Background: an optimization exercise with open tools, aiming at small area, a short achievable clock period and few clock cycles per item. Do not read the settings as production practice.
Only simulation tests tie the RTL to the original design; equivalence was not proved.
Power figures rest on the tool's default switching activity, not on a simulated workload.

===== run.sh =====
#!/bin/bash
# synth_recipe.tcl (not shown) runs the flow's synth.tcl, then flattens the netlist and writes it again
# the make line also repeats each setting of config.mk as NAME=value (left out here)
make -C /OpenROAD-flow-scripts/flow DESIGN_CONFIG=/design/flow/config.mk WORK_HOME=/design/flow/orfs CLKGATE_MAP_FILE= SYNTH_SCRIPT=/design/flow/synth_recipe.tcl finish

===== design.v =====
`timescale 1ns / 1ps
`default_nettype none
module rms_sound_level_meter #(
   parameter int MAX_BLOCK = 1024
) (
   input  logic                 clock,
   input  logic                 reset,
   input  logic                 req_valid,
   output logic                 req_stall,
   input  logic signed [31:0]   audio_word,
   input  logic                 block_end,
   output logic                 rsp_valid,
   input  logic                 rsp_stall,
   output logic signed [15:0]   level_db,
   output logic                 report_out,
   output logic                 silent,
   input  logic                 csr_we,
   input  logic [1:0]           csr_index,
   input  logic [14:0]          csr_wdata
);
   localparam int SUM_W     = 57;           
   localparam int MAG_W     = 24;           
   localparam int SQ_W      = 47;           
   localparam int M_W       = 31;           
   localparam int FRAC_W    = 16;           
   localparam int EXP_W     = 6;            
   localparam int LOG_W     = EXP_W + FRAC_W;
   localparam int D_W       = 24;           
   localparam int MUL_W     = 34;           
   localparam int PROD_W    = 48;           
   localparam int CFG_W     = 15;
   localparam int LEVEL_W   = 16;
   localparam int CSR_IDX_W = 2;
   localparam int COARSE    = 8;            
   localparam int NORM_TOP  = SUM_W - 1;
   localparam int KDB_W     = 18;
   localparam logic [CSR_IDX_W-1:0] CSR_REPORT_THRESHOLD  = 2'd0;
   localparam logic [CSR_IDX_W-1:0] CSR_FULL_SCALE_OFFSET = 2'd1;
   localparam logic [CFG_W-1:0] THRESHOLD_RESET = 15'd256;
   localparam logic [CFG_W-1:0] OFFSET_RESET    = 15'd30720;
   localparam logic [KDB_W-1:0] DB_PER_OCTAVE_Q16 = 18'd197283;
   localparam logic signed [D_W-1:0] REF_LOG2_Q16 = 24'sd3014656;
   localparam logic signed [PROD_W-1:0] ROUND_HALF = 48'sd8388608;
   localparam logic [3:0] ST_IDLE   = 4'd0;
   localparam logic [3:0] ST_SQUARE = 4'd1;
   localparam logic [3:0] ST_ACCUM  = 4'd2;
   localparam logic [3:0] ST_CHECK  = 4'd3;
   localparam logic [3:0] ST_NORM   = 4'd4;
   localparam logic [3:0] ST_LOG    = 4'd5;
   localparam logic [3:0] ST_SCALE  = 4'd6;
   localparam logic [3:0] ST_ROUND  = 4'd7;
   localparam logic [3:0] ST_DECIDE = 4'd8;
   localparam int CNT_W = $clog2(MAX_BLOCK + 1);
   localparam logic [CNT_W-1:0] CNT_MAX = CNT_W'(MAX_BLOCK);
   localparam logic [3:0] LAST_ROUND = 4'(FRAC_W - 1);
   logic [3:0]                 state_ff, state_in;
   logic [CFG_W-1:0]           thr_ff, thr_in;
   logic [CFG_W-1:0]           ofs_ff, ofs_in;
   logic [SUM_W-1:0]           sum_ff, sum_in;
   logic [CNT_W-1:0]           cnt_ff, cnt_in;
   logic signed [LEVEL_W-1:0]  last_ff, last_in;
   logic                       have_ff, have_in;
   logic                       rsp_valid_ff, rsp_valid_in;
   logic [MAG_W-1:0]           mag_ff, mag_in;
   logic                       end_ff, end_in;
   logic                       take_ff, take_in;
   logic [SQ_W-1:0]            sq_ff, sq_in;
   logic [SUM_W-1:0]           norm_ff, norm_in;
   logic [EXP_W-1:0]           shift_ff, shift_in;
   logic [M_W-1:0]             m_ff, m_in;
   logic [FRAC_W-1:0]          frac_ff, frac_in;
   logic [3:0]                 round_ff, round_in;
   logic                       phase_ff, phase_in;
   logic [LOG_W-1:0]           lsum_ff, lsum_in;
   logic signed [D_W-1:0]      d_ff, d_in;
   logic signed [PROD_W-1:0]   prod_ff, prod_in;
   logic signed [LEVEL_W-1:0]  level_ff, level_in;
   logic                       silent_ff, silent_in;
   logic signed [LEVEL_W-1:0]  rlevel_ff, rlevel_in;
   logic                       rreport_ff, rreport_in;
   logic                       rsilent_ff, rsilent_in;
   logic signed [MUL_W-1:0]    mul_a, mul_b;
   logic signed [2*MUL_W-1:0]  mul_p;
   logic                       accept;
   logic                       out_free;
   logic                       decide_fire;
   logic [MAG_W-1:0]           u24;
   logic                       frac_bit;
   logic [M_W-1:0]             m_next;
   logic [FRAC_W-1:0]          frac_next;
   logic [LOG_W-1:0]           log_cur;
   logic signed [PROD_W-1:0]   rnd;
   logic signed [24:0]         lv;
   logic signed [LEVEL_W:0]    diff;
   logic [LEVEL_W:0]           absd;
   logic                       report;
   assign accept   = req_valid && !req_stall;
   assign out_free = !rsp_valid_ff || !rsp_stall;
   assign mul_p    = mul_a * mul_b;
   always_comb begin
      state_in = state_ff;
      case (state_ff)
         ST_IDLE:   if (accept) state_in = ST_SQUARE;
         ST_SQUARE: state_in = ST_ACCUM;
         ST_ACCUM:  state_in = end_ff ? ST_CHECK : ST_IDLE;
         ST_CHECK:  state_in = (sum_ff == '0) ? ST_DECIDE : ST_NORM;
         ST_NORM:   if (norm_ff[NORM_TOP]) state_in = ST_LOG;
         ST_LOG: begin
            if (round_ff == LAST_ROUND) state_in = phase_ff ? ST_SCALE : ST_NORM;
         end
         ST_SCALE:  state_in = ST_ROUND;
         ST_ROUND:  state_in = ST_DECIDE;
         ST_DECIDE: if (out_free) state_in = ST_IDLE;
         default:   state_in = ST_IDLE;
      endcase
   end
   always_comb begin
      req_stall   = (state_ff != ST_IDLE);
      decide_fire = (state_ff == ST_DECIDE) && out_free;
      mul_a       = '0;
      mul_b       = '0;
      case (state_ff)
         ST_SQUARE: begin
            mul_a = {{(MUL_W-MAG_W){1'b0}}, mag_ff};
            mul_b = {{(MUL_W-MAG_W){1'b0}}, mag_ff};
         end
         ST_LOG: begin
            mul_a = {{(MUL_W-M_W){1'b0}}, m_ff};
            mul_b = {{(MUL_W-M_W){1'b0}}, m_ff};
         end
         ST_SCALE: begin
            mul_a = {{(MUL_W-D_W){d_ff[D_W-1]}}, d_ff};
            mul_b = {{(MUL_W-KDB_W){1'b0}}, DB_PER_OCTAVE_Q16};
         end
         default: begin
            mul_a = '0;
            mul_b = '0;
         end
      endcase
   end
   always_comb begin
      u24 = audio_word[31:8];
      frac_bit  = mul_p[2*M_W-1];
      m_next    = frac_bit ? mul_p[2*M_W-1:M_W] : mul_p[2*M_W-2:M_W-1];
      frac_next = {frac_ff[FRAC_W-2:0], frac_bit};
      log_cur   = {EXP_W'(NORM_TOP) - shift_ff, frac_next};
      rnd  = prod_ff + ROUND_HALF;
      lv   = $signed({rnd[PROD_W-1], rnd[PROD_W-1:24]}) + $signed({10'b0, ofs_ff});
      diff = $signed({level_ff[LEVEL_W-1], level_ff}) - $signed({last_ff[LEVEL_W-1], last_ff});
      absd = diff[LEVEL_W] ? (LEVEL_W+1)'(-diff) : (LEVEL_W+1)'(diff);
      report = !have_ff || (absd >= {2'b00, thr_ff});
      thr_in       = thr_ff;
      ofs_in       = ofs_ff;
      sum_in       = sum_ff;
      cnt_in       = cnt_ff;
      last_in      = last_ff;
      have_in      = have_ff;
      mag_in       = mag_ff;
      end_in       = end_ff;
      take_in      = take_ff;
      sq_in        = sq_ff;
      norm_in      = norm_ff;
      shift_in     = shift_ff;
      m_in         = m_ff;
      frac_in      = frac_ff;
      round_in     = round_ff;
      phase_in     = phase_ff;
      lsum_in      = lsum_ff;
      d_in         = d_ff;
      prod_in      = prod_ff;
      level_in     = level_ff;
      silent_in    = silent_ff;
      rlevel_in    = rlevel_ff;
      rreport_in   = rreport_ff;
      rsilent_in   = rsilent_ff;
      rsp_valid_in = rsp_valid_ff && rsp_stall;
      if (csr_we) begin
         case (csr_index)
            CSR_REPORT_THRESHOLD:  thr_in = csr_wdata;
            CSR_FULL_SCALE_OFFSET: ofs_in = csr_wdata;
            default: ;
         endcase
      end
      case (state_ff)
         ST_IDLE: begin
            if (accept) begin
               mag_in  = u24[MAG_W-1] ? (~u24 + 1'b1) : u24;
               end_in  = block_end;
               take_in = (cnt_ff < CNT_MAX);
            end
         end
         ST_SQUARE: sq_in = mul_p[SQ_W-1:0];
         ST_ACCUM: begin
            if (take_ff) begin
               sum_in = sum_ff + SUM_W'(sq_ff);
               cnt_in = cnt_ff + 1'b1;
            end
         end
         ST_CHECK: begin
            norm_in   = sum_ff;
            shift_in  = '0;
            phase_in  = 1'b0;
            silent_in = (sum_ff == '0);
            level_in  = '0;
         end
         ST_NORM: begin
            if (norm_ff[NORM_TOP]) begin
               m_in     = norm_ff[NORM_TOP -: M_W];
               frac_in  = '0;
               round_in = '0;
            end else if (norm_ff[NORM_TOP -: COARSE] == '0) begin
               norm_in  = norm_ff << COARSE;
               shift_in = shift_ff + EXP_W'(COARSE);
            end else begin
               norm_in  = norm_ff << 1;
               shift_in = shift_ff + 1'b1;
            end
         end
         ST_LOG: begin
            m_in     = m_next;
            frac_in  = frac_next;
            round_in = round_ff + 1'b1;
            if (round_ff == LAST_ROUND) begin
               if (!phase_ff) begin
                  lsum_in  = log_cur;
                  norm_in  = SUM_W'(cnt_ff);
                  shift_in = '0;
                  phase_in = 1'b1;
               end else begin
                  d_in = $signed({2'b00, lsum_ff}) - $signed({2'b00, log_cur})
                         - REF_LOG2_Q16;
               end
            end
         end
         ST_SCALE: prod_in = mul_p[PROD_W-1:0];
         ST_ROUND: begin
            if (lv > 25'sd32767)
               level_in = 16'sh7FFF;
            else if (lv < -25'sd32768)
               level_in = -16'sh8000;
            else
               level_in = lv[LEVEL_W-1:0];
         end
         ST_DECIDE: begin
            if (decide_fire) begin
               rlevel_in            = level_ff;
               rreport_in           = report;
               rsilent_in           = silent_ff;
               rsp_valid_in         = 1'b1;
               sum_in               = '0;
               cnt_in               = '0;
               if (report) begin
                  last_in = level_ff;
                  have_in = 1'b1;
               end
            end
         end
         default: ;
      endcase
   end
   always_ff @(posedge clock) begin
      if (reset) begin
         state_ff     <= ST_IDLE;
         thr_ff       <= THRESHOLD_RESET;
         ofs_ff       <= OFFSET_RESET;
         sum_ff       <= '0;
         cnt_ff       <= '0;
         last_ff      <= '0;
         have_ff      <= 1'b0;
         rsp_valid_ff <= 1'b0;
      end else begin
         state_ff     <= state_in;
         thr_ff       <= thr_in;
         ofs_ff       <= ofs_in;
         sum_ff       <= sum_in;
         cnt_ff       <= cnt_in;
         last_ff      <= last_in;
         have_ff      <= have_in;
         rsp_valid_ff <= rsp_valid_in;
      end
   end
   always_ff @(posedge clock) begin
      mag_ff      <= mag_in;
      end_ff      <= end_in;
      take_ff     <= take_in;
      sq_ff       <= sq_in;
      norm_ff     <= norm_in;
      shift_ff    <= shift_in;
      m_ff        <= m_in;
      frac_ff     <= frac_in;
      round_ff    <= round_in;
      phase_ff    <= phase_in;
      lsum_ff     <= lsum_in;
      d_ff        <= d_in;
      prod_ff     <= prod_in;
      level_ff    <= level_in;
      silent_ff   <= silent_in;
      rlevel_ff   <= rlevel_in;
      rreport_ff  <= rreport_in;
      rsilent_ff  <= rsilent_in;
   end
   assign rsp_valid  = rsp_valid_ff;
   assign level_db   = rlevel_ff;
   assign report_out = rreport_ff;
   assign silent     = rsilent_ff;
endmodule
`default_nettype wire

===== config.mk =====
export PLATFORM = sky130hd
export DESIGN_NAME = rms_sound_level_meter
export DESIGN_NICKNAME = rms_sound_level_meter
export VERILOG_FILES = /design/flow/design.v
export SDC_FILE = /design/flow/constraint.sdc
export NUM_CORES = 4
export LEC_CHECK = 0
export CAP_MARGIN = 20
export CORE_MARGIN = 2
export CORE_UTILIZATION = 40
export SLEW_MARGIN = 20

===== constraint.sdc =====
create_clock -name core_clock -period 13.0 [get_ports {clock}]
set_input_delay 2.6000 -clock core_clock [delete_from_list [all_inputs] [get_ports {clock}]]
set_output_delay 2.6000 -clock core_clock [all_outputs]
set_load 0.01 [all_outputs]

==> results.sh <==
export IMPL_hold_class="flip-flop to flip-flop"
export IMPL_multi_input_area_sq_um=40700
export IMPL_synthToLayoutAreaGrowth_pct=9.03
export IMPL_async_flop_share=0
export IMPL_worstMarginPinSlew_ns=1.17
export IMPL_fillers=13918
export IMPL_worst_setup_path_start_kind="flip-flop"
export IMPL_syn_avg_cell_area_sq_um=9.30
export IMPL_postCtsSetupBuffers=0
export IMPL_max_freq_ghz=0.0801
export IMPL_drv_cap=0
export IMPL_die_area_sq_um=146000
export IMPL_overflow=0
export IMPL_register_area_sq_um=11200
export IMPL_grt_max_degree=71
export IMPL_syn_area_sq_um=57200
export IMPL_antenna_found_initial=2
export IMPL_via_count=43991
export IMPL_worstSetupEndpointType="flip-flop"
export IMPL_cts_tree="done"
export IMPL_clock_sinks=413
export IMPL_core_area_sq_um=142000
export IMPL_final_antenna_net_count=0
export IMPL_worst_setup_path_type="flip-flop to flip-flop"
export IMPL_final_cell_count_no_fill=8138
export IMPL_drt_iter0_drc=4035
export IMPL_synth_main_ff_cell="edfxtp_1"
export IMPL_crit_top_cell="fa_1"
export IMPL_layout_nets=7603
export IMPL_synth_seq_area_share=0.196
export IMPL_place_hpwl_mm=159
export IMPL_place_port_buffers=66
export IMPL_crit_required_ns=13.41
export IMPL_drtPass1Iterations=6
export IMPL_crit_arrival_ns=12.89
export IMPL_synth_top_area_frac=0.362
export IMPL_synth_seq_cells=413
export IMPL_die_y_um=382
export IMPL_layout_common_cells="1190 x inv_1, 1035 x fa_1, 736 x nand2_1"
export IMPL_status="timing/DRC/antenna clean"
export IMPL_setup_violations_final=0
export IMPL_report_final_slew_viol_count=0
export IMPL_grt_pass1_wl_mm=293
export IMPL_die_w_um=382
export IMPL_drive_gt1_frac=0.0522
export IMPL_syn_inst=6149
export IMPL_report_final_hold_viol_count=0
export IMPL_cts_buffers=47
export IMPL_critical_path_top_delay_family="adder cells"
export IMPL_final_util=0.440
export IMPL_cts_max_level=2
export IMPL_power_density_nw_per_um2=295
export IMPL_fin_setup_tns_ns=0
export IMPL_wire_per_inst_um=24.2
export IMPL_clk_latency_ns=0.66
export IMPL_cpMaxStageDelayCell="nand2_1"
export IMPL_ctsResizeCount=0
export IMPL_dp_cells=8047
export IMPL_slew_headroom=0.221
export IMPL_yosysTopAreaCell="fa_1"
export IMPL_synth_edf_count=293
export IMPL_ys_warn_count=1
export IMPL_root_buffer="clkbuf_16"
export IMPL_synth_area_leaders="fa_1 36%, edfxtp_1 15%, inv_1 7.8%"
export IMPL_p_leak_nw=28.6
export IMPL_rows=138
export IMPL_drc_errors=0
export IMPL_peakVddDrop_uv=1130
export IMPL_critical_path_buf_inv_count=9
export IMPL_post_route_period_util=0.960
export IMPL_num_io_pins=75
export IMPL_clk_pin_slew_ns=0.07
export IMPL_start_util=0.404
export IMPL_yosysUniqueCellTypes=97
export IMPL_final_common_cell="inv_1"
export IMPL_worst_path_max_fanout=14
export IMPL_rsz0062_at_grt="false"
export IMPL_grt_usage=0.271
export IMPL_p_total_mw=18.4
export IMPL_layout_min_cycle_time_ns=12.48
export IMPL_wirelength_mm=197
export IMPL_crit_path_max_incr_delay_ns=0.64
export IMPL_grt_pass1_vias=45871
export IMPL_routed_via_density=5.41
export IMPL_cts_hold_buf=0
export IMPL_cts_buffer_depth=3
export IMPL_gp_congestion=0.980
export IMPL_skew_ns=0.0646
report_power, final:
group / internal (mW) / switching [mW] / leakage [nW] / total (mW)
Combinational: 5.70 / 9.42 / 24.1 / 15.1
Clock: 0.822 / 0.620 / 0.828 / 1.44
Sequential: 1.74 / 0.0717 / 3.67 / 1.82
kinds of logic after synthesis:
family,share of synthesized area
fa+ha+maj,0.429
other cells,0.000131
mux,0.0136
compound gates,0.0925
buf+inv,0.0973
simple gates,0.134
flops,0.196
xor+xnor,0.0371
stage by stage:
stage	area (sq um)	hold WS, ns	setup slack (ns)
2_1_floorplan	57400	0.400	0.0777
3_3_place_gp	60600	0.430	0.340
3_5_place_dp	60700	0.443	0.449
4_1_cts	62300	0.452	0.375
5_1_grt	62400	0.460	0.106
6_report	62400	0.450	0.517
cells in the mapped netlist, drive strengths merged (23+ instances only):
library cell  count
nand2           740
and3             31
and2             32
xnor2           155
nand2b           59
a21o             77
a22oi            49
edfxtp          293
buf              34
dfxtp           120
o21bai           25
o21ai           204
fa             1035
clkbuf          231
a31oi            39
nor2            642
mux2i            78
ha              307
nor4             28
nor2b            23
nor3             50
a21oi           228
nand3            58
o21a             29
xor2             83
nand4            38
inv            1199
area by class of cell:
cell class	count	share of cell area
inverter	1209	0.0728
multi-input combinational	4305	0.652
timing repair buffer	230	0.0303
sequential	413	0.180
clock inverter	30	0.00574
clock buffer	58	0.0213
tap	1890	0.0379
antenna	3	0.000120
routing by layer:
metal  GRT usage  vias up  part of all wire
li1            -    19411                 -
met4       0.139        0             0.063
met5           0        -                 0
met3      0.0544      432             0.088
met1       0.362    22269              0.41
met2       0.420     1879              0.44
worst paths after layout:
path,slack [ns],startpoint,cells past startpoint,to
setup / recovery,0.52,state_ff[3]$_SDFFE_PP0P_,42,d_ff[22]$_DFFE_PP_
hold / removal,0.45,frac_ff[6]$_SDFFCE_PP0P_,0,lsum_ff[7]$_DFFE_PP_
setup reg to reg,0.52,state_ff[3]$_SDFFE_PP0P_,42,d_ff[22]$_DFFE_PP_
hold reg to reg,0.45,frac_ff[6]$_SDFFCE_PP0P_,0,lsum_ff[7]$_DFFE_PP_
flip-flops by register name (all words and copies together), names as in the netlist, 22 cells and up:
signal and count:
mag_ff 24, lsum_ff 22, norm_ff 57, sq_ff 47
prod_ff 25, d_ff 24, sum_ff 57, m_ff 31
worst reg2reg max path: cells and delay by family (launching register included):
family,cells,cell delay [ns]
xor+xnor,1,0.18
compound gates,12,3.06
simple gates,9,2.45
buf+inv,9,1.09
flops,1,0.52
fa+ha+maj,11,4.93
Testbench counts, summed over its fixed seeds: cycles 63,833, samples 19,106.

==> re-timing with driven ports <==
The flow's constraints put no driver on any port. The routed layout listed below was extracted and timed again, unchanged, in two steps.
Step 1 sets driving cells, clkbuf_16 on the clock port and buf_2 on the other inputs (assumed; they add their load-dependent delay and slew).
Step 2 times the ports against the registers' clock, not the clock port: input delays grow and output delays shrink by t, the midpoint of the rising clock arrivals with the driver on.
Slacks: no drivers / after step 1 / after step 2; pairs: no drivers / after step 1.
t, ns: 0.706
slack for setup (ns): 0.517 / 0.517 / 0.517
hold WS [ns]: 0.450 / 0.450 / 0.450
clock arrival spread, ns: 0.066 / 0.065
worst register clock-pin slew, ns: 0.07 / 0.07
After both steps this run still meets setup and hold. The setup slack of this run moves by 0.000 ns with the drivers and by 0.000 ns with both steps.
